Context: an optimization exercise on an open-source flow, tuned for small area. The choices shown serve that exercise and are no tape-out recipe. Function was checked by simulation only, so behaviour that the tests miss may differ from the original. No activity file was given, so power comes from the tool's default toggle rates. No driver is modelled on the clock port, so clocking that relies on it looks cheaper here than on a real chip.

==> flow/design.v <==
module multicycle_core #(
   parameter logic [31:0] RESET_PC = 32'h0000_0000,
   parameter int          ADDR_W   = 32
) (
   input  logic              clk,
   input  logic              rst,
   output logic              mem_req,
   output logic              mem_we,
   output logic [ADDR_W-1:0] mem_addr,
   output logic [31:0]       mem_wdata,
   input  logic [31:0]       mem_rdata,
   input  logic              mem_ready,
   output logic              retire,
   output logic [ADDR_W-1:0] retire_pc,
   output logic              halted
);
   localparam logic [2:0] ST_CLR   = 3'd0;   
   localparam logic [2:0] ST_FETCH = 3'd1;   
   localparam logic [2:0] ST_EX1   = 3'd2;   
   localparam logic [2:0] ST_MEMW  = 3'd3;   
   localparam logic [2:0] ST_EX2   = 3'd4;   
   localparam logic [2:0] ST_HALT  = 3'd5;
   localparam logic [2:0] C_ILL = 3'd0;
   localparam logic [2:0] C_R   = 3'd1;
   localparam logic [2:0] C_I   = 3'd2;
   localparam logic [2:0] C_LW  = 3'd3;
   localparam logic [2:0] C_SW  = 3'd4;
   localparam logic [2:0] C_BEQ = 3'd5;
   logic [2:0]  state;
   logic [3:0]  ph;
   logic [2:0]  cls;
   logic [31:7] ir;
   logic [31:0] rf [1:32-1];
   logic [31:0] P, A, D;
   logic        carry, icarry, flag, prevhi;
   wire last  = (ph == 4'd15);
   wire first = (ph == 4'd0);
   wire s_clr  = (state == ST_CLR);
   wire s_fet  = (state == ST_FETCH);
   wire s_ex1  = (state == ST_EX1);
   wire s_memw = (state == ST_MEMW);
   wire s_ex2  = (state == ST_EX2);
   wire [2:0] f3 = ir[14:12];
   wire [4:0] rd = ir[11:7];
   wire [4:0] ra = ir[19:15];
   wire [4:0] rb = ir[24:20];
   wire is_r   = (cls == C_R);
   wire is_alu = (cls == C_R) || (cls == C_I);
   wire is_lw  = (cls == C_LW);
   wire is_sw  = (cls == C_SW);
   wire is_beq = (cls == C_BEQ);
   wire op_shift  = is_alu && (f3[1:0] == 2'b01);
   wire op_slt    = is_alu && (f3 == 3'b010);
   wire op_single = is_alu && !op_shift && !op_slt;
   logic [1:0] rs1c, rs2c;
   always_comb begin
      rs1c = 2'b00;
      rs2c = 2'b00;
      for (int r = 1; r < 32; r++) begin
         if (ra == 5'(r)) rs1c = rf[r][1:0];
         if (rb == 5'(r)) rs2c = rf[r][1:0];
      end
   end
   wire [31:0] imm_i = {{20{ir[31]}}, ir[31:20]};
   wire [31:0] imm_s = {{20{ir[31]}}, ir[31:25], ir[11:7]};
   wire [31:0] imm_b = {{19{ir[31]}}, ir[31], ir[7], ir[30:25], ir[11:8], 1'b0};
   wire [31:0] imm   = is_sw ? imm_s : (is_beq ? imm_b : imm_i);
   wire [1:0]  immc  = imm[{ph, 1'b0} +: 2];
   wire       sub  = (is_r && f3 == 3'b000 && ir[30]) || op_slt;
   wire [1:0] Pc   = P[1:0];
   wire [1:0] opa  = s_ex2 ? Pc : rs1c;
   wire [1:0] opb  = is_r ? rs2c : immc;
   wire [1:0] opbx = opb ^ {2{sub}};
   wire       cin  = first ? sub : carry;
   wire [2:0] sum3 = {1'b0, opa} + {1'b0, opbx} + {2'b00, cin};
   wire [1:0] sum  = sum3[1:0];
   wire       lt   = (opa[1] ^ opb[1]) ? opa[1] : sum[1];
   logic [1:0] alu_res;
   always_comb begin
      case (f3)
         3'b100:  alu_res = rs1c ^ opb;
         3'b110:  alu_res = rs1c | opb;
         3'b111:  alu_res = rs1c & opb;
         default: alu_res = sum;
      endcase
   end
   wire       ici  = (ph == 4'd1) ? 1'b1 : (first ? 1'b0 : icarry);
   wire [2:0] inc3 = {1'b0, Pc} + {2'b00, ici};
   wire [1:0] npc  = (s_ex2 && is_beq && flag) ? sum : inc3[1:0];
   wire [4:0] shamt = ir[29:25];
   wire       right = f3[2];
   wire [4:0] tap   = right ? ({1'b0, shamt[4:1]} + {4'b0000, shamt[0]}) : {1'b0, 4'd0 - shamt[4:1]};
   wire [1:0] T     = tap[4] ? D_in : D[{tap[3:0], 1'b0} +: 2];
   wire [1:0] sraw  = shamt[0] ? {T[0], prevhi} : T;
   logic [1:0] shout;
   always_comb begin
      for (int b = 0; b < 2; b++) begin
         logic [4:0] k;
         k = {ph, 1'(b)};
         if (right) shout[b] = (k > ~shamt) ? flag : sraw[b];
         else       shout[b] = (k < shamt)  ? 1'b0 : sraw[b];
      end
   end
   wire final_rot = (s_ex1 && op_single) || s_ex2;
   wire fetch_req = last && (s_clr || s_fet || final_rot);
   wire data_req  = last && (s_ex1 || s_memw) && (is_lw || is_sw);
   wire eq_now    = (rs1c == rs2c);
   wire eq_all    = (first ? 1'b1 : flag) && eq_now;
   wire [1:0] A_in = s_clr ? 2'b00 :
                     final_rot ? npc :
                     (s_ex1 && (is_lw || is_sw)) ? sum : A[1:0];
   wire [1:0] P_in = s_clr ? 2'b00 : final_rot ? npc : Pc;
   wire [1:0] D_in = is_sw ? rs2c : rs1c;
   logic       wen;
   logic [1:0] wd;
   always_comb begin
      wen = 1'b0;
      wd  = 2'b00;
      if (s_ex1 && op_single) begin
         wen = 1'b1;
         wd  = alu_res;
      end else if (s_ex2) begin
         if (is_lw) begin
            wen = 1'b1;
            wd  = D[1:0];
         end else if (op_slt) begin
            wen = 1'b1;
            wd  = {1'b0, first & flag};
         end else if (op_shift) begin
            wen = 1'b1;
            wd  = shout;
         end
      end
   end
   wire [6:0] n_op = mem_rdata[6:0];
   wire [2:0] n_f3 = mem_rdata[14:12];
   wire [6:0] n_f7 = mem_rdata[31:25];
   logic [2:0] n_cls;
   logic       n_rok, n_iok;
   always_comb begin
      case (n_f3)
         3'b000, 3'b101: n_rok = (n_f7 == 7'h00) || (n_f7 == 7'h20);
         3'b011:         n_rok = 1'b0;
         default:        n_rok = (n_f7 == 7'h00);
      endcase
      case (n_f3)
         3'b001:  n_iok = (n_f7 == 7'h00);
         3'b101:  n_iok = (n_f7 == 7'h00) || (n_f7 == 7'h20);
         3'b011:  n_iok = 1'b0;
         default: n_iok = 1'b1;
      endcase
      n_cls = C_ILL;
      if (n_op == 7'b0110011 && n_rok)                  n_cls = C_R;
      if (n_op == 7'b0010011 && n_iok)                  n_cls = C_I;
      if (n_op == 7'b0000011 && n_f3 == 3'b010)         n_cls = C_LW;
      if (n_op == 7'b0100011 && n_f3 == 3'b010)         n_cls = C_SW;
      if (n_op == 7'b1100011 && n_f3 == 3'b000)         n_cls = C_BEQ;
   end
   wire n_ishift = (n_op == 7'b0010011) && (n_f3[1:0] == 2'b01);
   always_ff @(posedge clk) begin
      if (!rst) begin
         state <= ST_CLR;
         ph    <= 4'd0;
      end else begin
         ph <= ph + 4'd1;
         case (state)
            ST_CLR, ST_FETCH:
               if (last) state <= mem_ready ? ST_EX1 : ST_FETCH;
            ST_EX1: begin
               if (first && (cls == C_ILL)) state <= ST_HALT;
               else if (first && (is_lw || is_sw) && sum != 2'b00) state <= ST_HALT;
               else if (last) begin
                  if (op_single)             state <= mem_ready ? ST_EX1 : ST_FETCH;
                  else if (is_lw || is_sw)   state <= mem_ready ? ST_EX2 : ST_MEMW;
                  else if (is_beq && eq_all && ir[8]) state <= ST_HALT;
                  else                       state <= ST_EX2;
               end
            end
            ST_MEMW:
               if (last && mem_ready) state <= ST_EX2;
            ST_EX2:
               if (last) state <= mem_ready ? ST_EX1 : ST_FETCH;
            default: state <= ST_HALT;
         endcase
      end
   end
   always_ff @(posedge clk) begin
      if (fetch_req && mem_ready) begin
         cls       <= n_cls;
         ir[24:7]  <= mem_rdata[24:7];
         ir[31:30] <= mem_rdata[31:30];
         ir[29:25] <= n_ishift ? mem_rdata[24:20] : mem_rdata[29:25];
      end else if (s_ex1 && is_r && op_shift) begin
         if (ph == 4'd0) ir[26:25] <= rs2c;
         if (ph == 4'd1) ir[28:27] <= rs2c;
         if (ph == 4'd2) ir[29]    <= rs2c[0];
      end
      carry  <= sum3[2];
      icarry <= inc3[2];
      prevhi <= T[1];
      if (s_ex1) begin
         if (is_beq)        flag <= eq_all;
         else if (last)     flag <= op_slt ? lt : (rs1c[1] & ir[30]);
      end
      P <= {P_in, P[31:2]};
      A <= {A_in, A[31:2]};
      if (data_req && mem_ready && is_lw) D <= mem_rdata;
      else                                D <= {D_in, D[31:2]};
      for (int r = 1; r < 32; r++)
         rf[r] <= {(s_clr || (wen && rd == 5'(r))) ? (s_clr ? 2'b00 : wd) : rf[r][1:0],
                   rf[r][31:2]};
   end
   assign mem_req   = fetch_req || data_req;
   assign mem_we    = data_req && is_sw;
   assign mem_addr  = {A_in, A[31:2]};
   assign mem_wdata = {D_in, D[31:2]};
   assign retire    = first && final_rot;
   assign retire_pc = {P[31:2], 2'b00};
   assign halted    = (state == ST_HALT);
endmodule
==> flow/run.sh <==
#!/bin/bash
# synth_recipe.tcl (not shown) runs the flow's synth.tcl, then flattens the netlist and writes it again
# the make line also repeats each setting of config.mk as NAME=value (left out here)
make -C /OpenROAD-flow-scripts/flow DESIGN_CONFIG=/design/flow/config.mk WORK_HOME=/design/flow/orfs CLKGATE_MAP_FILE= SYNTH_SCRIPT=/design/flow/synth_recipe.tcl finish
==> flow/config.mk <==
export PLATFORM = sky130hd
export DESIGN_NAME = multicycle_core
export DESIGN_NICKNAME = multicycle_core
export VERILOG_FILES = /design/flow/design.v
export SDC_FILE = /design/flow/constraint.sdc
export NUM_CORES = 4
export LEC_CHECK = 0
export CAP_MARGIN = 20
export CORE_MARGIN = 2
export CORE_UTILIZATION = 40
export SLEW_MARGIN = 20
==> flow/constraint.sdc <==
create_clock -name core_clock -period 10.0 [get_ports {clk}]
set_input_delay 2.0000 -clock core_clock [delete_from_list [all_inputs] [get_ports {clk}]]
set_output_delay 2.0000 -clock core_clock [all_outputs]
set_load 0.01 [all_outputs]
==> run notes, run 1 <==
CTS buffer count: 98
Critical path arrival: 5520 ps
Slowest cell on crit path: edfxtp_1
CTS tree: built
HPWL Detailed: 38400 microns
GRT Residual Overflow: 0
Post-Route WL: 56800 microns
Seq/Total Area, Yosys: 78.0%
Startpoint types: flip-flop
Yosys cell types: 79
Total track usage: 15.2%
Vias in the first global route: 14869
R2R depth: 17
Worst path buffer plus inverter count: 3
Die Y: 275 microns
Routability cong.: 0.849
Worst Path Required: 8000 ps
Core Area: 72700 sq um
Post-synthesis area per instance: 13.9 sq um
Commonest non-fill, non-tap cell in the layout: dfxtp_1
Number of synthesized flops with an enable pin: 29
Final ANT Viol Nets: 0
Leak: 13.1 nW
DRC violations left: 0
Final nets: 2246
Final setup fails: 0
Crit path depth: 15
Share of layout cells above drive strength 1: 10.8%
Global-route wire length before repair: 87600 microns
Slew Limit Fails: 0
Top FF cell, synth: dfxtp_1
Crit-path max FO: 22
Top-level port count: 135
Worst hold slack: 303 ps
Final instance area: 34300 sq um
CP Class: flip-flop to output port
Worst-Margin Slew: 1130 ps
P&R area growth vs syn: 17.0%
# diodes: 0
Top delay family on crit path: compound AO/OA/AOI/OAI gates
Final Hold Fails: 0
Clock Sinks: 1127
Hold Crit Depth: 0
PortBufs: 132
PwrDens: 243 nW/um^2
Slowest cell delay on critical path: 720 ps
Dpl cell area: 30900 sq um
Post-Synthesis Cells: 2103
Clock Latency Late Sink: 670 ps
Vias post-DR: 14934
Clk root buf: clkbuf_16
Synth Warn #: 2
Reg-to-reg startpoint: ir[21]$_DFFE_PP_
Die area: 75400 sq um
Final core utilization: 47.1%
Die X: 275 microns
Deepest clock path buffer count: 3
CP Capture Point: mem_addr[31]
H-tree depth: 3
Iteration-0 DRC Markers: 864
Final period util: 75.2%
Clk slew on worst S/H paths: 70 ps
Rows: 99
Cts repair resizes: 0
Register bit total from synthesis: 1127
Total Neg Setup Slack: 0 ps
RSZ-0062 raised after global routing: false
Status: finished clean
Max Cap Viol: 0
Flop2flop setup slack: 4120 ps
Worst vdd rail ir drop: 0.000179 V
Initial DRT Pass Iterations: 5
Hold crit path type: flip-flop to flip-flop
Cell Chain, Critical Path: buf_4, nor2b_1, o2111ai_1, o31ai_1, nor3_1, a211oi_1, nor3_1, a21oi_1, xnor2_1, fa_1, inv_1, fa_1, nand2_1, a31oi_1, clkdlybuf4s50_1
Min cycle time layout: 7520 ps
Critical path endpoint category: output port
Maximum clock rate: 0.133 GHz
Slew margin rel.: 24.4%
Async set or reset register ratio after synthesis: 0%
Routed WL per cell: 17.6 microns
Hold-fix buffers, CTS: 0
Via-per-instance ratio: 4.64
Initial antenna violation count: 1
Maximum number of pins on one net before global-route repair: 61
Clk_skew: 26.4 ps
Starting Density: 40.3%
Post-CTS Setup Inserts: 0
Critical path origin: ir[21]$_DFFE_PP_
FF-to-FF End: rf[8][31]$_DFF_P_
Most frequent cells in the layout: dfxtp_1, clkdlybuf4s50_1, clkbuf_16
Synthesized cell area: 29300 sq um
## worst min path at each step
stage,from,endpoint
CTS,rf[8][4]$_DFF_P_,rf[8][2]$_DFF_P_
detailed placement,rf[8][31]$_DFF_P_,rf[8][29]$_DFF_P_
global placement,rf[19][29]$_DFF_P_,rf[19][27]$_DFF_P_
floorplan,rf[10][2]$_DFF_P_,rf[10][0]$_DFF_P_
finish,rf[8][4]$_DFF_P_,rf[8][2]$_DFF_P_
global route,rf[12][16]$_DFF_P_,rf[12][14]$_DFF_P_
## flip-flops by register name, summed over array words and instances (netlist names), 3 cells and up
name and flops:
D 32, ph 4, ir 25, state 3
A 32, cls 3, P 32, rf 992
## metrics by stage
step / power, mW / worst slack (ps) / instances
2_1_floorplan: 4.64 / 4620 / 2104
3_5_place_dp: 4.67 / 3000 / 3044
4_1_cts: 8.44 / 2260 / 3220
6_report: 8.34 / 2480 / 3221
3_3_place_gp: 4.67 / 2990 / 3044
5_1_grt: 8.63 / 2010 / 3221
## routing by layer
layer  wire length [microns]  track usage [%]  up-vias  part of all wire [%]
li1                        -                -     7256                     -
met1                   26900             21.1     7176                    47
met2                   25500             23.4      392                    45
met3                    2720             3.06      110                   4.8
met4                    1620             5.82        0                   2.9
met5                       0                0        -                     0
## power breakdown
group | total, mW | switching, mW | internal (mW)
combinational | 0.0588 | 0.0317 | 0.0271
sequential | 4.51 | 0.00409 | 4.51
clock | 3.77 | 1.59 | 2.17
total | 8.34 | 1.63 | 6.71
## cell usage after synthesis, types with 5 or more instances
library cell	number	area share, %
o22ai_1	10	0.21
a22oi_1	10	0.26
nand3_1	29	0.50
and2_1	11	0.23
a31oi_2	7	0.30
a31oi_1	29	0.62
nor2b_1	20	0.43
nand2_1	76	0.97
nor3_1	28	0.48
o31ai_1	25	0.64
xnor2_1	7	0.21
buf_2	8	0.14
or2_2	7	0.15
a21o_1	6	0.15
mux2i_1	34	1.2
nand2b_1	18	0.38
inv_1	30	0.38
edfxtp_1	29	3.0
nor3b_1	7	0.18
ha_1	23	0.98
clkbuf_1	48	0.61
buf_1	5	0.064
a211oi_1	13	0.33
o221ai_1	7	0.21
or3_1	5	0.11
nand4_1	6	0.13
and3_1	6	0.13
buf_4	96	2.5
mux2_2	38	1.5
o21bai_1	6	0.15
o211ai_1	27	0.69
o21ai_0	72	1.2
o2111ai_1	8	0.24
nor2_1	93	1.2
mux4_2	12	0.92
a21oi_1	60	1.0
dfxtp_1	1098	75
## worst reg2reg max path, cell delays in order, from the launching register on
cell,delay [ps]
edfxtp_1,720
buf_4,400
nor2b_1,490
o2111ai_1,200
o31ai_1,110
nor3_1,80
a211oi_1,470
nor3_1,110
a21oi_1,360
xnor2_1,160
fa_1,420
inv_1,70
fa_1,450
inv_1,160
a22oi_1,100
a21oi_1,290
or2_2,710
a31oi_1,370
## cell type report
class / count / area (sq um)
Clock buffer: 149 / 2960
Clock inverter: 27 / 394
Fill cell: 6244 / 38400
Inverter: 33 / 124
Multi-Input combinational cell: 782 / 5330
Sequential cell: 1127 / 22900
Tap cell: 959 / 1200
Timing Repair Buffer: 144 / 1420
## logic make-up after synthesis
logic type / after synthesis / share of synthesized area, %
DFF: 1127 / 78.0
and+or+nand+nor: 331 / 5.54
AOI/OAI and AO/OA: 329 / 7.52
buffers and inverters: 195 / 3.92
muxes: 85 / 3.58
adders and majority gates: 26 / 1.15
xor gates and xnor gates: 9 / 0.269
other: 1 / 0.0128
==> inputs of run 2 (changes only) <==
==> flow/flow/run.sh (new file) <==
#!/bin/bash
# Standard ORFS layout with smaller port buffers and a clock tree without dummy loads.
set -euo pipefail
bash standard.sh \
  "BUFFER_PORTS_ARGS=-buffer_cell sky130_fd_sc_hd__buf_1" \
  "CTS_ARGS=-sink_clustering_enable -repair_clock_nets -dont_use_dummy_load -buf_list sky130_fd_sc_hd__clkbuf_8 -sink_clustering_size 16 -sink_clustering_max_diameter 50" \
  finish > flow.log 2>&1
==> flow/standard.sh (new file) <==
#!/bin/bash
# synth_recipe.tcl (not shown) runs the flow's synth.tcl, then flattens the netlist and writes it again
# the make line also repeats each setting of config.mk as NAME=value (left out here)
make -C /OpenROAD-flow-scripts/flow DESIGN_CONFIG=/design/flow/config.mk WORK_HOME=/design/flow/orfs CLKGATE_MAP_FILE= SYNTH_SCRIPT=/design/flow/synth_recipe.tcl "${@:-finish}"
--- a/flow/config.mk
+++ b/flow/config.mk
@@ -9,3 +9,3 @@
 export CORE_MARGIN = 2
-export CORE_UTILIZATION = 40
+export CORE_UTILIZATION = 60
 export SLEW_MARGIN = 20
removed: flow/run.sh
==> run notes, run 2 <==
Synth Area in Adders: 1.15% (unchanged)
Via-per-instance ratio: 5.30 (was 4.64)
Register bit total from synthesis: 1127 (unchanged)
Placed insts: 2698 (was 3044)
Top cells by count, synth: dfxtp_1, buf_4, nor2_1, nand2_1, o21ai_0 (unchanged)
Commonest non-fill, non-tap cell in the layout: dfxtp_1 (unchanged)
Deepest clock path buffer count: 3 (unchanged)
Synth Warn #: 2 (unchanged)
Final instance area: 30900 sq um (was 34300 sq um)
Clk root buf: clkbuf_8 (was clkbuf_16)
Initial DRT Pass Iterations: 5 (unchanged)
Share of layout cells above drive strength 1: 8.02% (was 10.8%)
Worst hold slack: 293 ps (was 303 ps)
CP Capture Point: mem_addr[31] (unchanged)
Clock Latency Late Sink: 680 ps (was 670 ps)
Flop2flop setup slack: 4350 ps (was 4120 ps)
Status: finished clean (unchanged)
Synth area leader: dfxtp_1 (unchanged)
Iteration-0 DRC Markers: 1043 (was 864)
Number of synthesized flops with an enable pin: 29 (unchanged)
Most frequent cells in the layout: dfxtp_1, buf_1, nor2_1 (was dfxtp_1, clkdlybuf4s50_1, clkbuf_16)
FILL cells: 3502 (was 6244)
Top FF cell, synth: dfxtp_1 (unchanged)
Routed WL per cell: 19.6 microns (was 17.6 microns)
Total track usage: 21.6% (was 15.2%)
Async set or reset register ratio after synthesis: 0% (unchanged)
Post-CTS Setup Inserts: 0 (unchanged)
Total Neg Setup Slack: 0 ps (unchanged)
Clk_skew: 72.1 ps (was 26.4 ps)
Final core utilization: 64.4% (was 47.1%)
Leak: 11.8 nW (was 13.1 nW)
# diodes: 0 (unchanged)
Routability cong.: 0.862 (was 0.849)
Final ANT Viol Nets: 0 (unchanged)
Post-Synthesis Cells: 2103 (unchanged)
Main combinational cell family by area after synthesis: compound AO/OA/AOI/OAI gates (unchanged)
Reg-to-reg startpoint: ir[24]$_DFFE_PP_ (was ir[21]$_DFFE_PP_)
PortBufs: 132 (unchanged)
Fin cells: 2785 (was 3221)
PwrDens: 212 nW/um^2 (was 243 nW/um^2)
Initial antenna violation count: 1 (unchanged)
Core Area: 47900 sq um (was 72700 sq um)
CTS buffer count: 85 (was 98)
H-tree depth: 3 (unchanged)
Final period util: 70.3% (was 75.2%)
Simple logic cell fraction of the synthesized area: 5.54% (unchanged)
Worst Path Required: 8000 ps (about the same)
Maximum number of pins on one net before global-route repair: 61 (unchanged)
GRT Residual Overflow: 0 (unchanged)
Seq/Total Area, Yosys: 78.0% (unchanged)
R2R depth: 16 (was 17)
Top-count cell post-synth: dfxtp_1 (unchanged)
Final nets: 2232 (was 2246)
Clock Sinks: 1127 (unchanged)
Die area: 50600 sq um (was 75400 sq um)
Hold crit path type: flip-flop to flip-flop (unchanged)
Die X: 225 microns (was 275 microns)
Vias post-DR: 14766 (was 14934)
CTS tree: built (unchanged)
Multiplexer share of the synthesized area: 3.58% (unchanged)
Final Hold Fails: 0 (unchanged)
Slew margin rel.: 22.1% (was 24.4%)
Final setup fails: 0 (unchanged)
Synth Area in XOR/XNOR: 0.269% (unchanged)
Share of the synthesized area in the top cell type: 75.0% (unchanged)
Largest Register: rf (unchanged)
Worst-Margin Slew: 1170 ps (was 1130 ps)
Startpoint types: flip-flop (unchanged)
Critical path arrival: 5030 ps (was 5520 ps)
Worst vdd rail ir drop: 0.000160 V (was 0.000179 V)
Critical path origin: ir[24]$_DFFE_PP_ (was ir[21]$_DFFE_PP_)
CP Class: flip-flop to output port (unchanged)
Vias in the first global route: 13975 (was 14869)
Clk slew on worst S/H paths: 90 ps (was 70 ps)
Starting Density: 61.1% (was 40.3%)
Critical path endpoint category: output port (unchanged)
Die Y: 225 microns (was 275 microns)
Max FFs per register: 992 (unchanged)
Dpl cell area: 29600 sq um (was 30900 sq um)
Post-synthesis area per instance: 13.9 sq um (unchanged)
RSZ-0062 raised after global routing: false (unchanged)
Synth area leaders: dfxtp_1, edfxtp_1, buf_4 (unchanged)
Yosys cell types: 79 (unchanged)
Post-synthesis compound-gate area fraction: 7.52% (unchanged)
Top-level port count: 135 (unchanged)
P&R area growth vs syn: 5.31% (was 17.0%)
Global-route wire length before repair: 81000 microns (was 87600 microns)
Post-Route WL: 54500 microns (was 56800 microns)
Synthesized cell area: 29300 sq um (unchanged)
Crit-path max FO: 16 (was 22)
Slew Limit Fails: 0 (unchanged)
DRC violations left: 0 (unchanged)
FF-to-FF End: rf[27][31]$_DFF_P_ (was rf[8][31]$_DFF_P_)
Max Cap Viol: 0 (unchanged)
Min cycle time layout: 7030 ps (was 7520 ps)
Maximum clock rate: 0.142 GHz (was 0.133 GHz)
Cts repair resizes: 0 (unchanged)
HPWL Detailed: 36800 microns (was 38400 microns)
Hold-fix buffers, CTS: 0 (unchanged)
Rows: 80 (was 99)
## run 2: worst min-delay path by stage
| stage | start | to | slack, ps | depth (start not counted) |
|---|---|---|---|---|
| after floorplan | rf[10][2]$_DFF_P_ | rf[10][0]$_DFF_P_ | 310 | 0 |
| after global placement | rf[16][10]$_DFF_P_ | rf[16][8]$_DFF_P_ | 310 | 0 |
| after detailed placement | rf[27][9]$_DFF_P_ | rf[27][7]$_DFF_P_ | 310 | 0 |
| after CTS | rf[16][6]$_DFF_P_ | rf[16][4]$_DFF_P_ | 290 | 0 |
| after global routing | rf[3][22]$_DFF_P_ | rf[3][20]$_DFF_P_ | 290 | 0 |
| final | rf[16][6]$_DFF_P_ | rf[16][4]$_DFF_P_ | 290 | 0 |
## run 2: through the flow
stage               total power, mW  setup slack [ps]
floorplan                      4.64              4620
global placement               4.66              3360
detailed placement             4.66              3340
CTS                            6.62              2560
global route                   6.78              2630
finish                         6.54              2970
## run 2: report_power, final
group	switching [mW]	internal [mW]	total, mW
Clock	1.22	0.761	1.98
Combinational	0.0321	0.0183	0.0504
Sequential	0.00406	4.50	4.51
## run 2: cell type report
| class | count | area [sq um] | share of cell area (%) |
|---|---|---|---|
| clock buffers | 85 | 1170 | 3.79 |
| inverters | 33 | 124 | 0.401 |
| multi-input cells | 782 | 5330 | 17.3 |
| well taps | 615 | 769 | 2.49 |
| flip-flops and latches | 1127 | 22900 | 74.1 |
| repair buffers | 143 | 606 | 1.96 |
## run 2: routing by layer
metal  part of all wire (%)  track usage [%]  vias up
met5                      0                0        -
met4                    3.0             7.78        0
met3                    6.2             4.75      115
met2                     44             32.7      470
met1                     47             30.6     7069
li1                       -                -     7112
## run 2: logic make-up (layout without fill, tap and decap cells)
kind of cell,count (synthesis),in the layout
flip-flops,1127,1127
AND/OR/NAND/NOR,331,331
AO/OA/AOI/OAI,329,329
buffers and inverters,195,261
multiplexers,85,85
adder cells (fa/ha/maj),26,26
XOR/XNOR,9,9
other,1,2
## run 2: critical path: stages (launching register included)
cell	delay, ps
edfxtp_1	750
or3b_1	430
a2111oi_0	440
nor3_1	100
o31a_1	130
a211oi_1	500
nor3_1	110
a21oi_1	390
xnor2_1	200
fa_1	210
inv_1	50
fa_1	520
nand2_1	60
a31oi_1	310
buf_1	200
==> inputs of run 3 (changes only) <==
==> flow/flow/run.sh (replaced) <==
#!/bin/bash
# Standard ORFS layout with smaller port buffers and a clock tree without dummy loads.
set -euo pipefail
bash standard.sh \
  "BUFFER_PORTS_ARGS=-buffer_cell sky130_fd_sc_hd__buf_1" \
  "CTS_ARGS=-sink_clustering_enable -repair_clock_nets -dont_use_dummy_load -buf_list {sky130_fd_sc_hd__clkbuf_4 sky130_fd_sc_hd__clkbuf_8} -sink_clustering_size 12 -sink_clustering_max_diameter 40" \
  finish > flow.log 2>&1
==> run notes, run 3 <==
Register bit total from synthesis: 1127 (unchanged)
Global-route wire length before repair: 81600 microns (was 81000 microns)
Critical path endpoint category: output port (unchanged)
Largest Register: rf (unchanged)
Post-Synthesis Cells: 2103 (unchanged)
Final period util: 70.0% (was 70.3%)
H-tree depth: 3 (unchanged)
Hold crit path type: flip-flop to flip-flop (unchanged)
HPWL Detailed: 36800 microns (unchanged)
Die Y: 225 microns (unchanged)
Most frequent cells in the layout: dfxtp_1, buf_1, clkbuf_8 (was dfxtp_1, buf_1, nor2_1)
Yosys cell types: 79 (unchanged)
Clk_skew: 118 ps (was 72.1 ps)
Final Hold Fails: 0 (unchanged)
Share of the synthesized area in the top cell type: 75.0% (unchanged)
Worst Path Required: 8000 ps (about the same)
Hold-fix buffers, CTS: 0 (unchanged)
Power share of the combinational group: 0.7% (was 0.8%)
Initial DRT Pass Iterations: 4 (was 5)
Starting Density: 61.1% (unchanged)
Routed WL per cell: 19.4 microns (was 19.6 microns)
Async set or reset register ratio after synthesis: 0% (unchanged)
Die X: 225 microns (unchanged)
Post-CTS Setup Inserts: 0 (unchanged)
Reg power frac: 66.2% (was 68.9%)
Status: finished clean (unchanged)
Leak: 12.0 nW (was 11.8 nW)
Slew Limit Fails: 0 (unchanged)
Internal: 5.51 mW (was 5.28 mW)
Final setup fails: 0 (unchanged)
Synth area leader: dfxtp_1 (unchanged)
Clock power frac: 33.1% (was 30.3%)
Post-route setup slack: 3000 ps (was 2970 ps)
Max FFs per register: 992 (unchanged)
Clock Latency Late Sink: 720 ps (was 680 ps)
Synthesized cell area: 29300 sq um (unchanged)
Top-count cell post-synth: dfxtp_1 (unchanged)
DRC violations left: 0 (unchanged)
Initial antenna violation count: 1 (unchanged)
Synth area leaders: dfxtp_1, edfxtp_1, buf_4 (unchanged)
Top-level port count: 135 (unchanged)
Post-Route WL: 54700 microns (was 54500 microns)
Routability cong.: 0.862 (unchanged)
Max Cap Viol: 0 (unchanged)
Final ANT Viol Nets: 0 (unchanged)
CTS buffer count: 112 (was 85)
Slew margin rel.: 23.8% (was 22.1%)
Maximum number of pins on one net before global-route repair: 61 (unchanged)
Pre-CTS setup slack: 3340 ps (unchanged)
Deepest clock path buffer count: 3 (unchanged)
Die area: 50600 sq um (unchanged)
Vias in the first global route: 14301 (was 13975)
Top cells by count, synth: dfxtp_1, buf_4, nor2_1, nand2_1, o21ai_0 (unchanged)
Total track usage: 21.6% (about the same)
Switch share: 19.1% (was 19.2%)
Commonest non-fill, non-tap cell in the layout: dfxtp_1 (unchanged)
Final nets: 2259 (was 2232)
Placed insts: 2698 (unchanged)
Rows: 80 (unchanged)
PortBufs: 132 (unchanged)
Vias post-DR: 14897 (was 14766)
# diodes: 0 (unchanged)
Total Neg Setup Slack: 0 ps (unchanged)
Worst-Margin Slew: 1140 ps (was 1170 ps)
Seq/Total Area, Yosys: 78.0% (unchanged)
Final core utilization: 65.1% (was 64.4%)
CP Class: flip-flop to output port (unchanged)
Startpoint types: flip-flop (unchanged)
Psw: 1.30 mW (was 1.26 mW)
Crit-path max FO: 16 (unchanged)
Maximum clock rate: 0.143 GHz (was 0.142 GHz)
RSZ-0062 raised after global routing: false (unchanged)
Fin cells: 2812 (was 2785)
Post-synthesis area per instance: 13.9 sq um (unchanged)
Via-per-instance ratio: 5.30 (about the same)
PwrDens: 218 nW/um^2 (was 212 nW/um^2)
GRT Residual Overflow: 0 (unchanged)
Worst vdd rail ir drop: 0.000159 V (was 0.000160 V)
Number of synthesized flops with an enable pin: 29 (unchanged)
Core Area: 47900 sq um (unchanged)
Critical path arrival: 5000 ps (was 5030 ps)
Min cycle time layout: 7000 ps (was 7030 ps)
Share of layout cells above drive strength 1: 9.15% (was 8.02%)
CTS tree: built (unchanged)
Worst hold slack: 255 ps (was 293 ps)
Top FF cell, synth: dfxtp_1 (unchanged)
Clock Sinks: 1127 (unchanged)
Iteration-0 DRC Markers: 950 (was 1043)
Cts repair resizes: 0 (unchanged)
P&R area growth vs syn: 6.58% (was 5.31%)
Clk root buf: clkbuf_8 (unchanged)
Synth Warn #: 2 (unchanged)
Clk slew on worst S/H paths: 70 ps (was 90 ps)
run 3: layout make-up:
| type | instances | area [sq um] |
|---|---|---|
| clock buffer | 112 | 1540 |
| tap | 615 | 769 |
| inverter | 33 | 124 |
| sequential | 1127 | 22900 |
| multi-input combinational | 782 | 5330 |
| fill | 3448 | 16700 |
| timing repair buffer | 143 | 606 |
run 3: critical path: stages (launching register included):
cell	delay [ps]
edfxtp_1	730
or3b_1	430
a2111oi_0	430
nor3_1	100
o31a_1	140
a211oi_1	530
nor3_1	110
a21oi_1	390
xnor2_1	200
fa_1	210
inv_1	50
fa_1	520
nand2_1	60
a31oi_1	300
buf_1	200
run 3: logic make-up after synthesis:
group | count (synthesis) | share of synthesized area, %
DFF | 1127 | 78.0
and+or+nand+nor | 331 | 5.54
AOI/OAI and AO/OA | 329 | 7.52
buffers and inverters | 195 | 3.92
muxes | 85 | 3.58
adders and majority gates | 26 | 1.15
xor gates and xnor gates | 9 | 0.269
other | 1 | 0.0128
run 3: final timing paths:
path                      start                  to  slack, ps  depth (start not counted)
max reg2reg    ir[24]$_DFFE_PP_  rf[27][31]$_DFF_P_       4390                         16
max            ir[24]$_DFFE_PP_        mem_addr[31]       3000                         14
min          rf[25][30]$_DFF_P_  rf[25][28]$_DFF_P_        260                          0
min reg2reg  rf[25][30]$_DFF_P_  rf[25][28]$_DFF_P_        260                          0
run 3: stage by stage:
stage	cell area, sq um	power [mW]
3_3_place_gp	29600	4.66
6_report	31200	6.81
2_1_floorplan	29300	4.64
5_1_grt	31200	7.07
4_1_cts	31200	6.90
3_5_place_dp	29600	4.66
run 3: power groups by stage:
stage / logic [mW] / registers (mW) / clock network [mW]
3_3_place_gp: 0.0492 / 4.61 / 0
4_1_cts: 0.0496 / 4.51 / 2.34
6_report: 0.0505 / 4.51 / 2.25
3_5_place_dp: 0.0494 / 4.61 / 0
2_1_floorplan: 0.0304 / 4.61 / 0
5_1_grt: 0.0553 / 4.51 / 2.51
run 3: layer usage:
| metal | wire, microns | track usage [%] | vias to the layer above | part of all wire (%) |
|---|---|---|---|---|
| li1 | - | - | 7184 | - |
| met1 | 25700 | 30.7 | 7130 | 47 |
| met2 | 24100 | 32.8 | 470 | 44 |
| met3 | 3560 | 5.06 | 113 | 6.5 |
| met4 | 1360 | 7.41 | 0 | 2.5 |
| met5 | 0 | 0 | - | 0 |
==> inputs of run 4 (changes only) <==
--- a/flow/design.v
+++ b/flow/design.v
@@ -59,4 +59,4 @@
       for (int r = 1; r < 32; r++) begin
-         if (ra == 5'(r)) rs1c = rf[r][1:0];
-         if (rb == 5'(r)) rs2c = rf[r][1:0];
+         rs1c = rs1c | (rf[r][1:0] & {2{ra == 5'(r)}});
+         rs2c = rs2c | (rf[r][1:0] & {2{rb == 5'(r)}});
       end
@@ -91,14 +91,9 @@
    wire       right = f3[2];
-   wire [4:0] tap   = right ? ({1'b0, shamt[4:1]} + {4'b0000, shamt[0]}) : {1'b0, 4'd0 - shamt[4:1]};
-   wire [1:0] T     = tap[4] ? D_in : D[{tap[3:0], 1'b0} +: 2];
-   wire [1:0] sraw  = shamt[0] ? {T[0], prevhi} : T;
-   logic [1:0] shout;
-   always_comb begin
-      for (int b = 0; b < 2; b++) begin
-         logic [4:0] k;
-         k = {ph, 1'(b)};
-         if (right) shout[b] = (k > ~shamt) ? flag : sraw[b];
-         else       shout[b] = (k < shamt)  ? 1'b0 : sraw[b];
-      end
-   end
+   wire [3:0] sj    = shamt[4:1];
+   wire [4:0] tap   = right ? ({1'b0, sj} + {4'b0000, shamt[0]}) : (5'd16 - {1'b0, sj});
+   wire [1:0] T     = (tap[4] & right) ? D_in : D[{tap[3:0], 1'b0} +: 2];
+   wire [4:0] tidx  = {1'b0, ph} + tap;
+   wire       tout  = s_ex1 ? !right : (right ? tidx[4] : !tidx[4]);
+   wire [1:0] Tm    = tout ? {2{right & flag}} : T;
+   wire [1:0] shout = shamt[0] ? {Tm[0], prevhi} : Tm;
    wire final_rot = (s_ex1 && op_single) || s_ex2;
@@ -199,3 +194,3 @@
       icarry <= inc3[2];
-      prevhi <= T[1];
+      prevhi <= Tm[1];
       if (s_ex1) begin
==> flow/flow/run.sh (replaced) <==
#!/bin/bash
# Standard ORFS layout with smaller port buffers, no adder cells in synthesis and a clock tree
# without dummy loads.
set -euo pipefail
bash standard.sh ADDER_MAP_FILE= \
  "BUFFER_PORTS_ARGS=-buffer_cell sky130_fd_sc_hd__buf_1" \
  "CTS_ARGS=-sink_clustering_enable -repair_clock_nets -dont_use_dummy_load -buf_list sky130_fd_sc_hd__clkbuf_8 -sink_clustering_size 20 -sink_clustering_max_diameter 60" \
  finish > flow.log 2>&1
==> run notes, run 4 <==
Top-count cell post-synth: dfxtp_1 (unchanged)
Seq/Total Area, Yosys: 79.2% (was 78.0%)
Total track usage: 21.1% (was 21.6%)
Clk root buf: clkbuf_8 (unchanged)
Via-per-instance ratio: 5.13 (was 5.30)
Final setup fails: 0 (unchanged)
Final instance area: 30100 sq um (was 31200 sq um)
Starting Density: 60.7% (was 61.1%)
Post-Route WL: 52200 microns (was 54700 microns)
CTS tree: built (unchanged)
Post-CTS Setup Inserts: 0 (unchanged)
Cts repair resizes: 0 (unchanged)
Total chip power: 6.37 mW (was 6.81 mW)
Deepest clock path buffer count: 3 (unchanged)
Hold-fix buffers, CTS: 0 (unchanged)
Yosys cell types: 81 (was 79)
Post-synthesis area per instance: 14.1 sq um (was 13.9 sq um)
Initial DRT Pass Iterations: 7 (was 4)
Top FF cell, synth: dfxtp_1 (unchanged)
Synth area leader: dfxtp_1 (unchanged)
Dpl cell area: 29100 sq um (was 29600 sq um)
Clk slew on worst S/H paths: 110 ps (was 70 ps)
Startpoint types: flip-flop (unchanged)
Clock Sinks: 1127 (unchanged)
Hold crit path type: flip-flop to flip-flop (unchanged)
P&R area growth vs syn: 4.39% (was 6.58%)
Share of layout cells above drive strength 1: 7.70% (was 9.15%)
Die X: 223 microns (was 225 microns)
Synth Warn #: 2 (unchanged)
Worst vdd rail ir drop: 0.000178 V (was 0.000159 V)
Core Area: 47500 sq um (was 47900 sq um)
Top cells by count, synth: dfxtp_1, buf_4, nand2_1, nor2_1, nand3_1 (was dfxtp_1, buf_4, nor2_1, nand2_1, o21ai_0)
Rows: 80 (unchanged)
PortBufs: 132 (unchanged)
Maximum clock rate: 0.145 GHz (was 0.143 GHz)
Slew margin rel.: 29.8% (was 23.8%)
Leak: 11.3 nW (was 12.0 nW)
Max Cap Viol: 0 (unchanged)
Die Y: 223 microns (was 225 microns)
Async set or reset register ratio after synthesis: 0% (unchanged)
CP Class: flip-flop to output port (unchanged)
Iteration-0 DRC Markers: 1082 (was 950)
Top-level port count: 135 (unchanged)
Multi-input gate area: 4900 sq um (was 5330 sq um)
Crit-path max FO: 33 (was 16)
Sequential Area: 22900 sq um (unchanged)
Final Hold Fails: 0 (unchanged)
Final period util: 69.1% (was 70.0%)
Status: finished clean (unchanged)
Clk_skew: 83.2 ps (was 118 ps)
DRC violations left: 0 (unchanged)
Initial antenna violation count: 0 (was 1)
Placed insts: 2637 (was 2698)
Synth area leaders: dfxtp_1, edfxtp_1, buf_4 (unchanged)
Vias post-DR: 13894 (was 14897)
Min cycle time layout: 6910 ps (was 7000 ps)
Maximum number of pins on one net before global-route repair: 63 (was 61)
Slew Limit Fails: 0 (unchanged)
Critical path arrival: 4910 ps (was 5000 ps)
GRT Residual Overflow: 0 (unchanged)
PwrDens: 212 nW/um^2 (was 218 nW/um^2)
RSZ-0062 raised after global routing: false (unchanged)
Most frequent cells in the layout: dfxtp_1, buf_1, nand2_1 (was dfxtp_1, buf_1, clkbuf_8)
CTS buffer count: 69 (was 112)
Worst Path Required: 8000 ps (about the same)
Global-route wire length before repair: 78400 microns (was 81600 microns)
Fin cells: 2709 (was 2812)
Number of synthesized flops with an enable pin: 29 (unchanged)
Routed WL per cell: 19.3 microns (was 19.4 microns)
H-tree depth: 3 (unchanged)
Register bit total from synthesis: 1127 (unchanged)
Worst-Margin Slew: 1050 ps (was 1140 ps)
Final ANT Viol Nets: 0 (unchanged)
Die area: 49800 sq um (was 50600 sq um)
HPWL Detailed: 36000 microns (was 36800 microns)
Critical path endpoint category: output port (unchanged)
Share of the synthesized area in the top cell type: 76.2% (was 75.0%)
Commonest non-fill, non-tap cell in the layout: dfxtp_1 (unchanged)
Total Neg Setup Slack: 0 ps (unchanged)
Routability cong.: 0.900 (was 0.862)
Vias in the first global route: 13442 (was 14301)
Max FFs per register: 992 (unchanged)
Largest Register: rf (unchanged)
Clock Latency Late Sink: 680 ps (was 720 ps)
Synthesized cell area: 28800 sq um (was 29300 sq um)
Post-Synthesis Cells: 2048 (was 2103)
FILL cells: 3533 (was 3448)
Final nets: 2129 (was 2259)
## run 4: kinds of logic after synthesis
family                     count (synthesis)  synth area share (%)
adders and majority gates                  2                0.0694
DFF                                     1127                  79.2
xor gates and xnor gates                  16                 0.486
other                                      1                0.0130
muxes                                     94                  3.86
buffers and inverters                    183                  3.80
and+or+nand+nor                          387                  7.12
AOI/OAI and AO/OA                        238                  5.41
## run 4: final timing paths
check	depth (start not counted)	endpoint	start	slack [ps]
hold / removal	0	rf[20][27]$_DFF_P_	rf[20][29]$_DFF_P_	240
setup reg to reg	10	rf[4][31]$_DFF_P_	ir[17]$_DFFE_PP_	4670
hold reg to reg	0	rf[20][27]$_DFF_P_	rf[20][29]$_DFF_P_	240
setup / recovery	12	mem_addr[31]	ir[19]$_DFFE_PP_	3090
## run 4: layout make-up
cell class	count	share of cell area (%)
inverters	18	0.224
flip-flops and latches	1127	75.9
multi-input cells	739	16.3
diodes	2	0.0166
repair buffers	139	1.85
well taps	615	2.56
clock buffers	69	3.15
## run 4: through the flow
stage | setup slack [ps] | hold WS [ps] | util (%)
after floorplan | 4890 | 310 | -
after global placement | 3870 | 310 | 61.3
after detailed placement | 3790 | 312 | 61.3
after CTS | 3050 | 238 | 63.3
after global routing | 2700 | 237 | 63.3
final | 3090 | 238 | 63.3
## run 4: worst max-delay path, cell delays in order (launching register included)
cell and delay [ps]:
edfxtp_1 1040, nor2_1 250, a22o_1 310, a22oi_1 180
a211oi_1 120, nor4b_2 740, a211oi_1 240, nor4_4 500
a21oi_1 130, o31ai_1 250, nand2_1 80, a31oi_1 250
buf_1 180
## run 4: report_power, final
| part | switching [mW] | internal (mW) | leakage, nW |
|---|---|---|---|
| clock network | 1.19 | 0.625 | 0.496 |
| logic | 0.0272 | 0.0164 | 1.74 |
| registers | 0.00401 | 4.50 | 9.11 |
## run 4: metal layers
layer | global-route usage (%) | vias up | part of all wire (%)
li1 | - | 6826 | -
met1 | 29.4 | 6633 | 47
met2 | 32.3 | 336 | 44
met3 | 4.02 | 99 | 5.0
met4 | 9.44 | 0 | 3.7
met5 | 0 | - | 0
==> inputs of run 5 (changes only) <==
==> flow/flow/run.sh (replaced) <==
#!/bin/bash
# The standard ORFS layout, with these changes:
#  - synthesis without adder cells, then the combinational logic of the standard synthesis
#    netlist re-mapped by ABC for area (flip-flops, their names and cell types untouched);
#  - ports buffered with buf_1;
#  - a clock tree of clkbuf_16 without dummy loads.
# Each tool's output goes to a log file in this folder.
set -euo pipefail
ARGS=(ADDER_MAP_FILE=
      "BUFFER_PORTS_ARGS=-buffer_cell sky130_fd_sc_hd__buf_1"
      "CTS_ARGS=-sink_clustering_enable -repair_clock_nets -dont_use_dummy_load -buf_list sky130_fd_sc_hd__clkbuf_16 -sink_clustering_size 36 -sink_clustering_max_diameter 60")
bash standard.sh "${ARGS[@]}" synth > synth.log 2>&1
RES=orfs/results/sky130hd/multicycle_core/base
LIB=$FLOW_HOME/platforms/sky130hd/lib/sky130_fd_sc_hd__tt_025C_1v80.lib
DU=$(sed -n '/^export DONT_USE_CELLS/,/^$/p' $FLOW_HOME/platforms/sky130hd/config.mk | tr -d '\\' | tr ' ' '\n' | grep '^sky130' | sed 's/^/-dont_use /' | tr '\n' ' ')
cp $RES/1_2_yosys.v $RES/1_2_yosys_standard.v
sed -e "s#@LIB@#$LIB#g" -e "s#@DU@#$DU#g" -e "s#@IN@#$RES/1_2_yosys_standard.v#g" -e "s#@OUT@#$RES/1_2_yosys.v#g" flow/remap.ys > remap_run.ys
yosys -s remap_run.ys > remap.log 2>&1
bash standard.sh "${ARGS[@]}" finish > flow.log 2>&1
==> flow/flow/remap.ys (new file) <==
# Re-map the combinational logic of the standard synthesis netlist; flip-flops stay as they are.
read_liberty -ignore_miss_func @LIB@
read_verilog @IN@
hierarchy -top multicycle_core
setattr -mod -set keep_hierarchy 1 sky130_fd_sc_hd__dfxtp_1 sky130_fd_sc_hd__edfxtp_1
flatten
opt_clean
abc -liberty @LIB@ @DU@ -script +strash;&get,-n;&dch;&nf,-R,1000;&put;topo;dnsize
opt_clean -purge
hilomap -singleton -hicell sky130_fd_sc_hd__conb_1 HI -locell sky130_fd_sc_hd__conb_1 LO
insbuf -buf sky130_fd_sc_hd__buf_4 A X
splitnets
opt_clean -purge
stat -liberty @LIB@
select multicycle_core
write_verilog -noattr -nohex -nodec -selected @OUT@
==> run notes, run 5 <==
Min cycle time layout: 6890 ps (was 6910 ps)
# diodes: 0 (was 2)
Clock Latency Late Sink: 610 ps (was 680 ps)
Final nets: 2169 (was 2129)
CTS buffer count: 44 (was 69)
CP Class: flip-flop to output port (unchanged)
PwrDens: 221 nW/um^2 (was 212 nW/um^2)
Initial DRT Pass Iterations: 5 (was 7)
Vias in the first global route: 13563 (was 13442)
Clock Sinks: 1127 (unchanged)
Slowest cell delay on critical path: 820 ps (was 1040 ps)
Startpoint types: flip-flop (unchanged)
Initial antenna violation count: 0 (unchanged)
Most frequent cells in the layout: dfxtp_1, nand2_1, buf_1 (was dfxtp_1, buf_1, nand2_1)
Cts repair resizes: 0 (unchanged)
DRC violations left: 0 (unchanged)
Clk slew on worst S/H paths: 120 ps (was 110 ps)
Max FFs per register: 992 (unchanged)
Die X: 220 microns (was 223 microns)
Worst path buffer plus inverter count: 1 (unchanged)
Cell Chain, Critical Path: nor2_1, a22oi_1, nor3_1, a211oi_1, a31oi_1, a2111oi_0, nand4_1, nand2_1, nand2_1, a21o_1, a22oi_1, o31ai_1, xnor2_1, o2111ai_1, o211ai_1, buf_1 (was nor2_1, a22o_1, a22oi_1, a211oi_1, nor4b_2, a211oi_1, nor4_4, a21oi_1, o31ai_1, nand2_1, a31oi_1, buf_1)
Crit-path max FO: 20 (was 33)
Deepest clock path buffer count: 3 (unchanged)
Total track usage: 22.9% (was 21.1%)
Maximum clock rate: 0.145 GHz (about the same)
Share of layout cells above drive strength 1: 2.72% (was 7.70%)
RSZ-0062 raised after global routing: false (unchanged)
Reg-to-reg startpoint: ir[24]$_DFFE_PP_ (was ir[17]$_DFFE_PP_)
Worst vdd rail ir drop: 0.000257 V (was 0.000178 V)
Critical path arrival: 4890 ps (was 4910 ps)
Top-level port count: 135 (unchanged)
Clk_skew: 79.2 ps (was 83.2 ps)
Vias post-DR: 14125 (was 13894)
Routed WL per cell: 20.2 microns (was 19.3 microns)
Starting Density: 60.3% (was 60.7%)
Hold-fix buffers, CTS: 0 (unchanged)
Final period util: 68.9% (was 69.1%)
Hold crit path type: flip-flop to flip-flop (unchanged)
Core Area: 46300 sq um (was 47500 sq um)
Leak: 11.3 nW (about the same)
Rows: 79 (was 80)
Post-Route WL: 55200 microns (was 52200 microns)
HPWL Detailed: 37300 microns (was 36000 microns)
Fin cells: 2739 (was 2709)
Critical path endpoint category: output port (unchanged)
Critical path origin: ir[24]$_DFFE_PP_ (was ir[19]$_DFFE_PP_)
Total Neg Setup Slack: 0 ps (unchanged)
Maximum number of pins on one net before global-route repair: 59 (was 63)
PortBufs: 132 (unchanged)
Global-route wire length before repair: 82000 microns (was 78400 microns)
Clk root buf: clkbuf_16 (was clkbuf_8)
Iteration-0 DRC Markers: 1141 (was 1082)
Worst-Margin Slew: 1090 ps (was 1050 ps)
P&R area growth vs syn: 6.36% (was 4.39%)
Post-Synthesis Cells: 2038 (was 2048)
Slew margin rel.: 27.3% (was 29.8%)
Via-per-instance ratio: 5.16 (was 5.13)
Min-delay src: rf[5][28]$_DFF_P_ (was rf[20][29]$_DFF_P_)
Status: finished clean (unchanged)
Slowest cell on crit path: edfxtp_1 (unchanged)
Slew Limit Fails: 0 (unchanged)
Final Hold Fails: 0 (unchanged)
CTS tree: built (unchanged)
Hold EP: rf[5][26]$_DFF_P_ (was rf[20][27]$_DFF_P_)
Commonest non-fill, non-tap cell in the layout: dfxtp_1 (unchanged)
GRT Residual Overflow: 0 (unchanged)
Top delay family on crit path: compound AO/OA/AOI/OAI gates (was simple AND/OR/NAND/NOR gates)
Die Y: 220 microns (was 223 microns)
Placed insts: 2695 (was 2637)
Worst Path Required: 8000 ps (about the same)
Flop2flop setup slack: 4810 ps (was 4670 ps)
Synth Warn #: 2 (unchanged)
Die area: 48200 sq um (was 49800 sq um)
Max Cap Viol: 0 (unchanged)
FF-to-FF End: rf[17][31]$_DFF_P_ (was rf[4][31]$_DFF_P_)
Largest Register: rf (unchanged)
Hold Crit Depth: 0 (unchanged)
Final ANT Viol Nets: 0 (unchanged)
Routability cong.: 0.873 (was 0.900)
Post-CTS Setup Inserts: 0 (unchanged)
Post-synthesis area per instance: 13.7 sq um (was 14.1 sq um)
Final setup fails: 0 (unchanged)
R2R depth: 18 (was 10)
H-tree depth: 2 (was 3)
Synthesized cell area: 27900 sq um (was 28800 sq um)
==> run 5: cell types whose count changed in the layout (fill, tap and decap cells not counted), moves of 21 or more <==
| cell | change |
|---|---|
| o31ai_1 | -21 |
| nand2_1 | +110 |
| clkbuf_8 | -69 |
| nand3_1 | +38 |
| mux2i_1 | -24 |
| mux2_2 | -47 |
| o21ai_0 | +58 |
| clkbuf_16 | +44 |
==> run 5: worst max-delay path by stage <==
stage                     cells past startpoint           end
after floorplan                              15  mem_addr[31]
after global routing                         16  mem_addr[31]
final                                        16  mem_addr[31]
after global placement                       16  mem_addr[31]
after CTS                                    16  mem_addr[31]
after detailed placement                     16  mem_addr[31]
==> run 5: through the flow <==
stage	setup WS, ps	hold WS (ps)	cell area, sq um	util (%)	power, mW
after floorplan	4760	310	27900	-	4.64
after global placement	3810	310	28600	61.8	4.66
after detailed placement	3830	312	28600	61.8	4.66
after CTS	3130	271	29700	64.1	6.61
after global routing	2660	267	29700	64.1	6.75
final	3110	275	29700	64.1	6.55
==> run 5: power by group <==
group / total, mW / switching, mW / internal [mW]
clock network: 2.00 / 1.20 / 0.795
logic: 0.0479 / 0.0320 / 0.0159
registers: 4.51 / 0.00284 / 4.51
==> run 5: cell type report <==
type,count,area (sq um)
clock buffers,44,1100
fillers,3366,16600
inverters,18,67.6
multi-input cells,802,4330
flip-flops and latches,1127,22900
well taps,607,759
repair buffers,141,563
==> run 5: worst reg2reg max path: cells and delay by family (launching register included) <==
kind,cells,cell delay [ps]
DFF,1,820
and+or+nand+nor,6,1290
xor gates and xnor gates,1,400
buffers and inverters,1,280
AOI/OAI and AO/OA,10,2200
==> run 5: metal layers <==
| layer | track usage [%] | part of all wire [%] | vias up |
|---|---|---|---|
| met2 | 36.8 | 46 | 339 |
| met5 | 0 | 0 | - |
| met1 | 32.4 | 47 | 6792 |
| met4 | 7.54 | 2.7 | 0 |
| met3 | 3.06 | 3.9 | 87 |
| li1 | - | - | 6907 |
==> inputs of run 6 (changes only) <==
--- a/flow/flow/run.sh
+++ b/flow/flow/run.sh
@@ -5,3 +5,3 @@
 #  - ports buffered with buf_1;
-#  - a clock tree of clkbuf_16 without dummy loads.
+#  - a clock tree of clkbuf_8 without dummy loads.
 # Each tool's output goes to a log file in this folder.
@@ -10,3 +10,3 @@
       "BUFFER_PORTS_ARGS=-buffer_cell sky130_fd_sc_hd__buf_1"
-      "CTS_ARGS=-sink_clustering_enable -repair_clock_nets -dont_use_dummy_load -buf_list sky130_fd_sc_hd__clkbuf_16 -sink_clustering_size 36 -sink_clustering_max_diameter 60")
+      "CTS_ARGS=-sink_clustering_enable -repair_clock_nets -dont_use_dummy_load -buf_list sky130_fd_sc_hd__clkbuf_8 -sink_clustering_size 22 -sink_clustering_max_diameter 55")
 bash standard.sh "${ARGS[@]}" synth > synth.log 2>&1
==> run notes, run 6 <==
Hold crit path type: flip-flop to flip-flop (unchanged)
Slew Limit Fails: 0 (unchanged)
Rows: 79 (unchanged)
Final ANT Viol Nets: 0 (unchanged)
Vias in the first global route: 13407 (was 13563)
Critical path arrival: 4940 ps (was 4890 ps)
Worst vdd rail ir drop: 0.000211 V (was 0.000257 V)
Die Y: 220 microns (unchanged)
Critical path endpoint category: output port (unchanged)
Clock Sinks: 1127 (unchanged)
Final setup fails: 0 (unchanged)
Maximum number of pins on one net before global-route repair: 59 (unchanged)
Reg-to-reg startpoint: ir[23]$_DFFE_PP_ (was ir[24]$_DFFE_PP_)
Initial antenna violation count: 1 (was 0)
Leak: 11.2 nW (was 11.3 nW)
Final instance area: 29500 sq um (was 29700 sq um)
Synthesized cell area: 27900 sq um (unchanged)
Share of layout cells above drive strength 1: 3.71% (was 2.72%)
CTS tree: built (unchanged)
Cts repair resizes: 0 (unchanged)
Min-delay src: rf[29][29]$_DFF_P_ (was rf[5][28]$_DFF_P_)
Core Area: 46300 sq um (unchanged)
P&R area growth vs syn: 5.68% (was 6.36%)
Global-route wire length before repair: 79100 microns (was 82000 microns)
Die X: 220 microns (unchanged)
Post-synthesis area per instance: 13.7 sq um (unchanged)
CP Class: flip-flop to output port (unchanged)
Final period util: 69.4% (was 68.9%)
Commonest non-fill, non-tap cell in the layout: dfxtp_1 (unchanged)
Starting Density: 60.3% (unchanged)
Slowest cell delay on critical path: 680 ps (was 820 ps)
Post-CTS Setup Inserts: 0 (unchanged)
Max Cap Viol: 0 (unchanged)
Clock Latency Late Sink: 680 ps (was 610 ps)
Slowest cell on crit path: edfxtp_1 (unchanged)
H-tree depth: 3 (was 2)
Iteration-0 DRC Markers: 976 (was 1141)
Die area: 48200 sq um (unchanged)
Routed WL per cell: 19.2 microns (was 20.2 microns)
Total track usage: 22.2% (was 22.9%)
Top-level port count: 135 (unchanged)
Final Hold Fails: 0 (unchanged)
Most frequent cells in the layout: dfxtp_1, nand2_1, buf_1 (unchanged)
Worst hold slack: 262 ps (was 275 ps)
PwrDens: 215 nW/um^2 (was 221 nW/um^2)
Maximum clock rate: 0.144 GHz (was 0.145 GHz)
Critical path origin: ir[23]$_DFFE_PP_ (was ir[24]$_DFFE_PP_)
Dpl cell area: 28600 sq um (unchanged)
PortBufs: 132 (unchanged)
Post-route setup slack: 3060 ps (was 3110 ps)
Status: finished clean (unchanged)
Via-per-instance ratio: 5.11 (was 5.16)
Clk root buf: clkbuf_8 (was clkbuf_16)
Startpoint types: flip-flop (unchanged)
Deepest clock path buffer count: 3 (unchanged)
Post-Route WL: 53100 microns (was 55200 microns)
Pre-CTS setup slack: 3830 ps (unchanged)
Total Neg Setup Slack: 0 ps (unchanged)
Worst path buffer plus inverter count: 2 (was 1)
Worst Path Required: 8000 ps (about the same)
Clk slew on worst S/H paths: 120 ps (about the same)
Largest Register: rf (unchanged)
Top delay family on crit path: compound AO/OA/AOI/OAI gates (unchanged)
Cell Chain, Critical Path: clkinv_1, nor2_1, a22oi_1, nor3_1, a211oi_1, a31oi_1, a2111oi_0, nand4_1, nand2_1, nand2_1, a21o_1, a22oi_1, o31ai_1, xnor2_1, o2111ai_1, o211ai_1, buf_1 (was nor2_1, a22oi_1, nor3_1, a211oi_1, a31oi_1, a2111oi_0, nand4_1, nand2_1, nand2_1, a21o_1, a22oi_1, o31ai_1, xnor2_1, o2111ai_1, o211ai_1, buf_1)
Routability cong.: 0.873 (unchanged)
Clk_skew: 90.2 ps (was 79.2 ps)
Vias post-DR: 14119 (was 14125)
Final nets: 2191 (was 2169)
GRT Residual Overflow: 0 (unchanged)
DRC violations left: 0 (unchanged)
Slew margin rel.: 28.4% (was 27.3%)
Min cycle time layout: 6940 ps (was 6890 ps)
HPWL Detailed: 37300 microns (unchanged)
Worst-Margin Slew: 1070 ps (was 1090 ps)
RSZ-0062 raised after global routing: false (unchanged)
CTS buffer count: 66 (was 44)
Hold-fix buffers, CTS: 0 (unchanged)
Total chip power: 6.33 mW (was 6.55 mW)
Synth Warn #: 2 (unchanged)
Crit-path max FO: 14 (was 20)
Initial DRT Pass Iterations: 5 (unchanged)
Post-Synthesis Cells: 2038 (unchanged)
Max FFs per register: 992 (unchanged)
-- run 6: where the power goes --
group | total (mW) | switching [mW] | internal, mW | leakage [nW]
clock | 1.78 | 1.18 | 0.600 | 0.475
combinational | 0.0477 | 0.0319 | 0.0159 | 1.64
sequential | 4.51 | 0.00283 | 4.51 | 9.11
total | 6.33 | 1.21 | 5.12 | 11.2
-- run 6: through the flow --
stage	utilization [%]	instances
after CTS	63.7	2761
final	63.7	2763
after detailed placement	61.8	2695
after global routing	63.7	2761
after floorplan	-	2039
after global placement	61.8	2695
-- run 6: metal layers --
layer | track usage, % | wire [microns] | up-vias
met2 | 34.4 | 23900 | 376
met4 | 8.30 | 1560 | 0
met3 | 3.85 | 2390 | 97
li1 | - | - | 6949
met1 | 31.4 | 25300 | 6697
met5 | 0 | 0 | -
-- run 6: worst paths after layout --
check	to	cells past startpoint	slack, ps
max reg2reg	rf[17][31]$_DFF_P_	19	4850
min reg2reg	rf[29][27]$_DFF_P_	0	260
max	mem_addr[31]	17	3060
min	rf[29][27]$_DFF_P_	0	260
-- run 6: cell type report --
| class | instances | area (sq um) |
|---|---|---|
| well taps | 607 | 759 |
| flip-flops and latches | 1127 | 22900 |
| repair buffers | 141 | 563 |
| diodes | 2 | 5.00 |
| inverters | 18 | 67.6 |
| multi-input cells | 802 | 4330 |
| clock buffers | 66 | 908 |
| fillers | 3407 | 16800 |
==> inputs of run 7 (changes only) <==
--- a/flow/flow/run.sh
+++ b/flow/flow/run.sh
@@ -10,3 +10,3 @@
       "BUFFER_PORTS_ARGS=-buffer_cell sky130_fd_sc_hd__buf_1"
-      "CTS_ARGS=-sink_clustering_enable -repair_clock_nets -dont_use_dummy_load -buf_list sky130_fd_sc_hd__clkbuf_8 -sink_clustering_size 22 -sink_clustering_max_diameter 55")
+      "CTS_ARGS=-sink_clustering_enable -repair_clock_nets -dont_use_dummy_load -buf_list sky130_fd_sc_hd__clkbuf_8 -sink_clustering_size 20 -sink_clustering_max_diameter 60")
 bash standard.sh "${ARGS[@]}" synth > synth.log 2>&1
==> run notes, run 7 <==
Status: finished clean (unchanged)
PortBufs: 132 (unchanged)
Maximum clock rate: 0.143 GHz (was 0.144 GHz)
CTS tree: built (unchanged)
Total chip power: 6.36 mW (was 6.33 mW)
R2R depth: 18 (was 19)
Core Area: 46300 sq um (unchanged)
Reg-to-reg startpoint: ir[24]$_DFFE_PP_ (was ir[23]$_DFFE_PP_)
Cts repair resizes: 0 (unchanged)
Psw: 1.22 mW (was 1.21 mW)
Post-CTS Setup Inserts: 0 (unchanged)
H-tree depth: 3 (unchanged)
Clock Latency Late Sink: 680 ps (about the same)
Hold EP: rf[29][27]$_DFF_P_ (unchanged)
Share of layout cells above drive strength 1: 3.80% (was 3.71%)
Global-route wire length before repair: 79400 microns (was 79100 microns)
Final period util: 69.9% (was 69.4%)
Max FFs per register: 992 (unchanged)
Internal: 5.14 mW (was 5.12 mW)
Clk slew on worst S/H paths: 110 ps (was 120 ps)
Rows: 79 (unchanged)
FILL cells: 3399 (was 3407)
Routability cong.: 0.873 (unchanged)
GRT Residual Overflow: 0 (unchanged)
Worst Path Required: 8000 ps (about the same)
Via-per-instance ratio: 5.16 (was 5.11)
Top-level port count: 135 (unchanged)
CP Class: flip-flop to output port (unchanged)
Cell Chain, Critical Path: nor2_1, a22oi_1, nor3_1, a211oi_1, a31oi_1, a2111oi_0, nand4_1, nand2_1, nand2_1, a21o_1, a22oi_1, o31ai_1, xnor2_1, o2111ai_1, o211ai_1, buf_1 (was clkinv_1, nor2_1, a22oi_1, nor3_1, a211oi_1, a31oi_1, a2111oi_0, nand4_1, nand2_1, nand2_1, a21o_1, a22oi_1, o31ai_1, xnor2_1, o2111ai_1, o211ai_1, buf_1)
Hold crit path type: flip-flop to flip-flop (unchanged)
Reg power frac: 70.9% (was 71.2%)
Final ANT Viol Nets: 0 (unchanged)
Startpoint types: flip-flop (unchanged)
FF-to-FF End: rf[17][31]$_DFF_P_ (unchanged)
Power share of the combinational group: 0.8% (about the same)
Synthesized cell area: 27900 sq um (unchanged)
Slew Limit Fails: 0 (unchanged)
Initial DRT Pass Iterations: 7 (was 5)
Slowest cell on crit path: edfxtp_1 (unchanged)
Leak: 11.2 nW (about the same)
Clk_skew: 95.3 ps (was 90.2 ps)
Clk root buf: clkbuf_8 (unchanged)
Worst path buffer plus inverter count: 1 (was 2)
RSZ-0062 raised after global routing: false (unchanged)
Crit-path max FO: 20 (was 14)
Iteration-0 DRC Markers: 946 (was 976)
Switch share: 19.2% (about the same)
Total track usage: 22.2% (about the same)
Die area: 48200 sq um (unchanged)
Final setup fails: 0 (unchanged)
Slew margin rel.: 27.7% (was 28.4%)
Maximum number of pins on one net before global-route repair: 59 (unchanged)
Critical path arrival: 4990 ps (was 4940 ps)
Commonest non-fill, non-tap cell in the layout: dfxtp_1 (unchanged)
Final Hold Fails: 0 (unchanged)
Min cycle time layout: 6990 ps (was 6940 ps)
Total Neg Setup Slack: 0 ps (unchanged)
Hold Crit Depth: 0 (unchanged)
Post-Route WL: 53100 microns (about the same)
Slowest cell delay on critical path: 820 ps (was 680 ps)
Min-delay src: rf[29][29]$_DFF_P_ (unchanged)
Critical path endpoint category: output port (unchanged)
Top delay family on crit path: compound AO/OA/AOI/OAI gates (unchanged)
Final nets: 2193 (was 2191)
Clock power frac: 28.4% (was 28.1%)
Worst vdd rail ir drop: 0.000201 V (was 0.000211 V)
Largest Register: rf (unchanged)
Synth Warn #: 2 (unchanged)
CTS buffer count: 68 (was 66)
Vias post-DR: 14281 (was 14119)
Post-synthesis area per instance: 13.7 sq um (unchanged)
Most frequent cells in the layout: dfxtp_1, nand2_1, buf_1 (unchanged)
Worst-Margin Slew: 1080 ps (was 1070 ps)
PwrDens: 215 nW/um^2 (about the same)
HPWL Detailed: 37300 microns (unchanged)
Routed WL per cell: 19.2 microns (about the same)
Initial antenna violation count: 1 (unchanged)
Deepest clock path buffer count: 3 (unchanged)
Clock Sinks: 1127 (unchanged)
Die Y: 220 microns (unchanged)
P&R area growth vs syn: 5.79% (was 5.68%)
Vias in the first global route: 13369 (was 13407)
Hold-fix buffers, CTS: 0 (unchanged)
DRC violations left: 0 (unchanged)
Die X: 220 microns (unchanged)
Flop2flop setup slack: 4810 ps (was 4850 ps)
Starting Density: 60.3% (unchanged)
Max Cap Viol: 0 (unchanged)
Post-Synthesis Cells: 2038 (unchanged)
## run 7: worst max-delay path by stage
| stage | start | to | depth (start not counted) | slack [ps] |
|---|---|---|---|---|
| final | ir[24]$_DFFE_PP_ | mem_addr[31] | 16 | 3010 |
| after global routing | ir[24]$_DFFE_PP_ | mem_addr[31] | 16 | 2610 |
| after CTS | ir[24]$_DFFE_PP_ | mem_addr[31] | 16 | 3080 |
| after detailed placement | ir[24]$_DFFE_PP_ | mem_addr[31] | 16 | 3830 |
| after global placement | ir[24]$_DFFE_PP_ | mem_addr[31] | 16 | 3810 |
| after floorplan | ir[20]$_DFFE_PP_ | mem_addr[31] | 15 | 4760 |
## run 7: metal layers
metal	track usage [%]	wire (microns)
met3	4.32	2070
met4	7.79	1700
met2	34.3	23800
met1	31.5	25500
met5	0	13
## run 7: final cells by class
cell class                 instances  area (sq um)  area share (%)
timing repair buffer             141           563            1.91
clock buffer                      68           936            3.17
sequential                      1127         22900            77.4
inverter                          18          67.6           0.229
multi-input combinational        802          4330            14.7
antenna                            3          7.51          0.0254
tap                              607           759            2.57
## run 7: power groups by stage
stage / Clock, mW / Combinational (mW) / Sequential, mW
after floorplan: 0 / 0.0266 / 4.61
after global placement: 0 / 0.0460 / 4.61
after detailed placement: 0 / 0.0465 / 4.61
after CTS: 1.87 / 0.0468 / 4.51
after global routing: 2.02 / 0.0515 / 4.51
final: 1.80 / 0.0477 / 4.51
## run 7: metrics by stage
stage | utilization [%] | cells | worst slack [ps] | hold WS, ps | instance area, sq um
after floorplan | - | 2039 | 4760 | 310 | 27900
after global placement | 61.8 | 2695 | 3810 | 310 | 28600
after detailed placement | 61.8 | 2695 | 3830 | 312 | 28600
after CTS | 63.8 | 2763 | 3080 | 287 | 29500
after global routing | 63.8 | 2763 | 2610 | 286 | 29500
final | 63.8 | 2766 | 3010 | 289 | 29500

==> what the ideal ports hide <==
No port has a modelled driver above. Below, the same layouts with a new extraction and two added sets of constraints.
Step 1 sets driving cells, clkbuf_16 on the clock port and buf_2 on the other inputs (assumed; they add their load-dependent delay and slew).
Step 2, shift: input delay + t, output delay - t, t = (earliest + latest rising clock arrival at the registers) / 2. This alone moves slack from input paths to output paths.
Three values: ideal, step 1, step 2; two values: the first two.
run | shift t [ns] | setup WS [ns] | hold WS [ns] | worst slew at a driven data input, ns
run 1 | 0.711 | 2.481 / 2.424 / 3.135 | 0.303 / 0.303 / 0.303 | 0.06
run 2 | 0.702 | 2.967 / 2.911 / 3.613 | 0.293 / 0.293 / 0.293 | 0.05
run 3 | 0.712 | 2.999 / 2.944 / 3.656 | 0.255 / 0.255 / 0.255 | 0.05
run 4 | 0.691 | 3.088 / 3.034 / 3.725 | 0.238 / 0.238 / 0.238 | 0.06
run 5 | 0.630 | 3.114 / 3.053 / 3.683 | 0.275 / 0.275 / 0.275 | 0.04
run 6 | 0.693 | 3.063 / 3.003 / 3.695 | 0.262 / 0.262 / 0.262 | 0.04
run 7 | 0.691 | 3.011 / 2.950 / 3.641 | 0.289 / 0.289 / 0.289 | 0.04
After both steps setup and hold are still met in every run listed.
